Source: an optimization exercise on an open RTL-to-GDS flow (aim: small area, a short achievable clock period and few clock cycles per item). Production flows keep margins and buffers that such runs may drop. Function was checked by simulation only, so behaviour that the tests miss may differ from the original. No activity file was given, so power comes from the tool's default toggle rates.

// ordered_list_engine_top
module ordered_list_engine_top (
    input  logic                            clk,
    input  logic                            rst_n,
    input  logic                            start,
    output logic                            busy,
    input  logic [ole_pkg::KIND_W-1:0]      kind,
    input  logic [ole_pkg::KEY_W-1:0]       key,
    input  logic [ole_pkg::VALUE_W-1:0]     value,
    input  logic [ole_pkg::INDEX_W-1:0]     index,
    output logic                            done,
    output logic [ole_pkg::STATUS_W-1:0]    status,
    output logic [ole_pkg::POSITION_W-1:0]  position,
    output logic [ole_pkg::RDATA_W-1:0]     read_data,
    output logic [ole_pkg::COUNT_W-1:0]     count
);
For scale: roughly 3000 cells after synthesis, roughly 760 flip-flops, roughly 38000 sq um of cells after synthesis.
==> flow/config.mk <==
export PLATFORM = sky130hd
export DESIGN_NAME = ordered_list_engine_top
export DESIGN_NICKNAME = ordered_list_engine_top
export VERILOG_FILES = /design/flow/design.v
export SDC_FILE = /design/flow/constraint.sdc
export NUM_CORES = 4
export LEC_CHECK = 0
export CAP_MARGIN = 20
export CORE_MARGIN = 2
export CORE_UTILIZATION = 52
export SETUP_SLACK_MARGIN = 4.2
export SLEW_MARGIN = 20
export TNS_END_PERCENT = 20
==> flow/constraint.sdc <==
create_clock -name core_clock -period 7.0 [get_ports {clk}]
set_input_delay 1.4000 -clock core_clock [delete_from_list [all_inputs] [get_ports {clk}]]
set_output_delay 1.4000 -clock core_clock [all_outputs]
set_load 0.01 [all_outputs]
standard.sh (not shown) runs the stock make flow with config.mk's settings and CLKGATE_MAP_FILE= SYNTH_SCRIPT=/design/flow/synth_recipe.tcl, a recipe that flattens the netlist after the stock synthesis.
==> flow/flow/run.sh <==
#!/bin/bash
# The standard layout, with the port buffers that buffer_ports inserts made
# plain buffers (buf_4) instead of the delay cell it picks by default.
set -euo pipefail
export BUFFER_PORTS_ARGS="-buffer_cell sky130_fd_sc_hd__buf_4"
bash standard.sh > standard.log 2>&1
The first run went through all stages and came out clean.
Testbench counts at the start, summed over its fixed seeds: cycles 16,032, items 16,000.
==> next run, changes <==
==> flow/run.sh (new file) <==
#!/bin/bash
# synth_recipe.tcl (not shown) runs the flow's synth.tcl, then flattens the netlist and writes it again
# the make line also repeats each setting of config.mk as NAME=value (left out here)
make -C /OpenROAD-flow-scripts/flow DESIGN_CONFIG=/design/flow/config.mk WORK_HOME=/design/flow/orfs CLKGATE_MAP_FILE= SYNTH_SCRIPT=/design/flow/synth_recipe.tcl finish
Settings changed: CORE_UTILIZATION 52 to 55, SETUP_SLACK_MARGIN 4.2 to 4.0, TNS_END_PERCENT 20 to default.
removed: flow/flow/run.sh
removed: flow/standard.sh
- The changed run finished with timing, DRC and antenna clean
- die area fell by 5.4%
- count of clock-buffer cells in the layout rose by 6
- final cell count fell by 0.84%
- clock skew fell by 16 ps
- worst hold slack gets worse by 8.5 ps
- power barely changes
- final area rose by 1.1%
==> next run, changes <==
==> flow/flow/run.sh (new file) <==
#!/bin/bash
# The standard layout, with the port buffers that buffer_ports inserts made
# plain buffers (buf_2) instead of the delay cell it picks by default.
set -euo pipefail
export BUFFER_PORTS_ARGS="-buffer_cell sky130_fd_sc_hd__buf_2"
bash standard.sh > standard.log 2>&1
==> flow/standard.sh (new file) <==
#!/bin/bash
# synth_recipe.tcl (not shown) runs the flow's synth.tcl, then flattens the netlist and writes it again
# the make line also repeats each setting of config.mk as NAME=value (left out here)
make -C /OpenROAD-flow-scripts/flow DESIGN_CONFIG=/design/flow/config.mk WORK_HOME=/design/flow/orfs CLKGATE_MAP_FILE= SYNTH_SCRIPT=/design/flow/synth_recipe.tcl "${@:-finish}"
Settings changed: CTS_BUF_LIST from default to sky130_fd_sc_hd__clkbuf_4 sky130_fd_sc_hd__clkbuf_8.
removed: flow/run.sh
Result: Area after synthesis does not change. Flip-flop and latch count stays the same. Final area falls by 3.2%. Power falls by 2.0%. Wire length falls by 3.5%. Hold slack hardly moves.
==> next run, changes <==
==> flow/run.sh (new file) <==
#!/bin/bash
# synth_recipe.tcl (not shown) runs the flow's synth.tcl, then flattens the netlist and writes it again
# the make line also repeats each setting of config.mk as NAME=value (left out here)
make -C /OpenROAD-flow-scripts/flow DESIGN_CONFIG=/design/flow/config.mk WORK_HOME=/design/flow/orfs CLKGATE_MAP_FILE= SYNTH_SCRIPT=/design/flow/synth_recipe.tcl finish
Settings changed: CTS_BUF_LIST sky130_fd_sc_hd__clkbuf_4 sky130_fd_sc_hd__clkbuf_8 to default, SETUP_SLACK_MARGIN 4.0 to 4.5.
removed: flow/flow/run.sh
removed: flow/standard.sh
Result: This time the run stopped in 5_1_grt, error GRT-0232. Synthesized cell count stays the same. Area after synthesis does not change.
==> next run, changes <==
==> flow/flow/run.sh (new file) <==
#!/bin/bash
# The standard layout, with the port buffers that buffer_ports inserts made
# plain buffers (buf_4) instead of the delay cell it picks by default.
set -euo pipefail
export BUFFER_PORTS_ARGS="-buffer_cell sky130_fd_sc_hd__buf_4"
bash standard.sh > standard.log 2>&1
==> flow/standard.sh (new file) <==
#!/bin/bash
# synth_recipe.tcl (not shown) runs the flow's synth.tcl, then flattens the netlist and writes it again
# the make line also repeats each setting of config.mk as NAME=value (left out here)
make -C /OpenROAD-flow-scripts/flow DESIGN_CONFIG=/design/flow/config.mk WORK_HOME=/design/flow/orfs CLKGATE_MAP_FILE= SYNTH_SCRIPT=/design/flow/synth_recipe.tcl "${@:-finish}"
Settings changed: CORE_UTILIZATION 55 to 50, CTS_BUF_LIST from default to sky130_fd_sc_hd__clkbuf_4 sky130_fd_sc_hd__clkbuf_8, CTS_CLUSTER_SIZE from default to 20, SETUP_SLACK_MARGIN 4.5 to 4.3, TNS_END_PERCENT from default to 20.
removed: flow/run.sh
Outcome: With this change the flow completed without violations. Synthesized cell count stays the same. Synthesized area is unchanged.
==> next run, changes <==
Settings changed: CORE_UTILIZATION 50 to 45, CTS_BUF_LIST sky130_fd_sc_hd__clkbuf_4 sky130_fd_sc_hd__clkbuf_8 to default, CTS_CLUSTER_SIZE 20 to default, TNS_END_PERCENT 20 to default.
Area after synthesis is unchanged.
First-iteration DRC count grows by roughly a tenth.
Clock power goes up by a little under a tenth.
Final area rises slightly.
Sequential share of layout area fell by 0.13 points.
Register-to-register slack improved by 400 ps.
Via count shrinks slightly.
Non-clock buffer count came out lower by 24.
Clock skew shrinks by 21 ps.
Sequential cell count does not change.

## port drivers added, routing unchanged
In the flow no input, the clock included, has a driving cell. The finished layouts below were timed again as built, in two steps.
Step 1 sets driving cells, clkbuf_16 on the clock port and buf_2 on the other inputs (assumed; they add their load-dependent delay and slew).
Step 2 adds t to the input delays and takes it off the output delays; t is the mean of the earliest and latest rising clock arrival at the registers after step 1. Input paths then give back, and output paths get back, about the clock's delay inside the block.
Slacks: no drivers / after step 1 / after step 2; pairs: no drivers / after step 1.
| run | t, ns | setup slack, ns | worst setup path at the end | latest minus earliest clock arrival (ns) |
|---|---|---|---|---|
| the first run | 0.724 | 3.904 / 3.952 / 3.228 | input to register | 0.040 / 0.039 |
| the second run | 0.729 | 3.667 / 3.714 / 2.985 | input to register | 0.025 / 0.026 |
| the third run | 0.890 | 3.808 / 3.853 / 2.963 | input to register | 0.056 / 0.056 |
| the fifth run | 0.901 | 3.824 / 3.824 / 2.998 | input to register | 0.055 / 0.055 |
| the sixth run | 0.736 | 4.123 / 4.166 / 3.431 | input to register | 0.037 / 0.037 |
After both steps setup and hold are still met in every run listed. For the third run, which loses most, drivers alone change the setup slack by +0.045 ns; drivers and shift together by -0.845 ns.
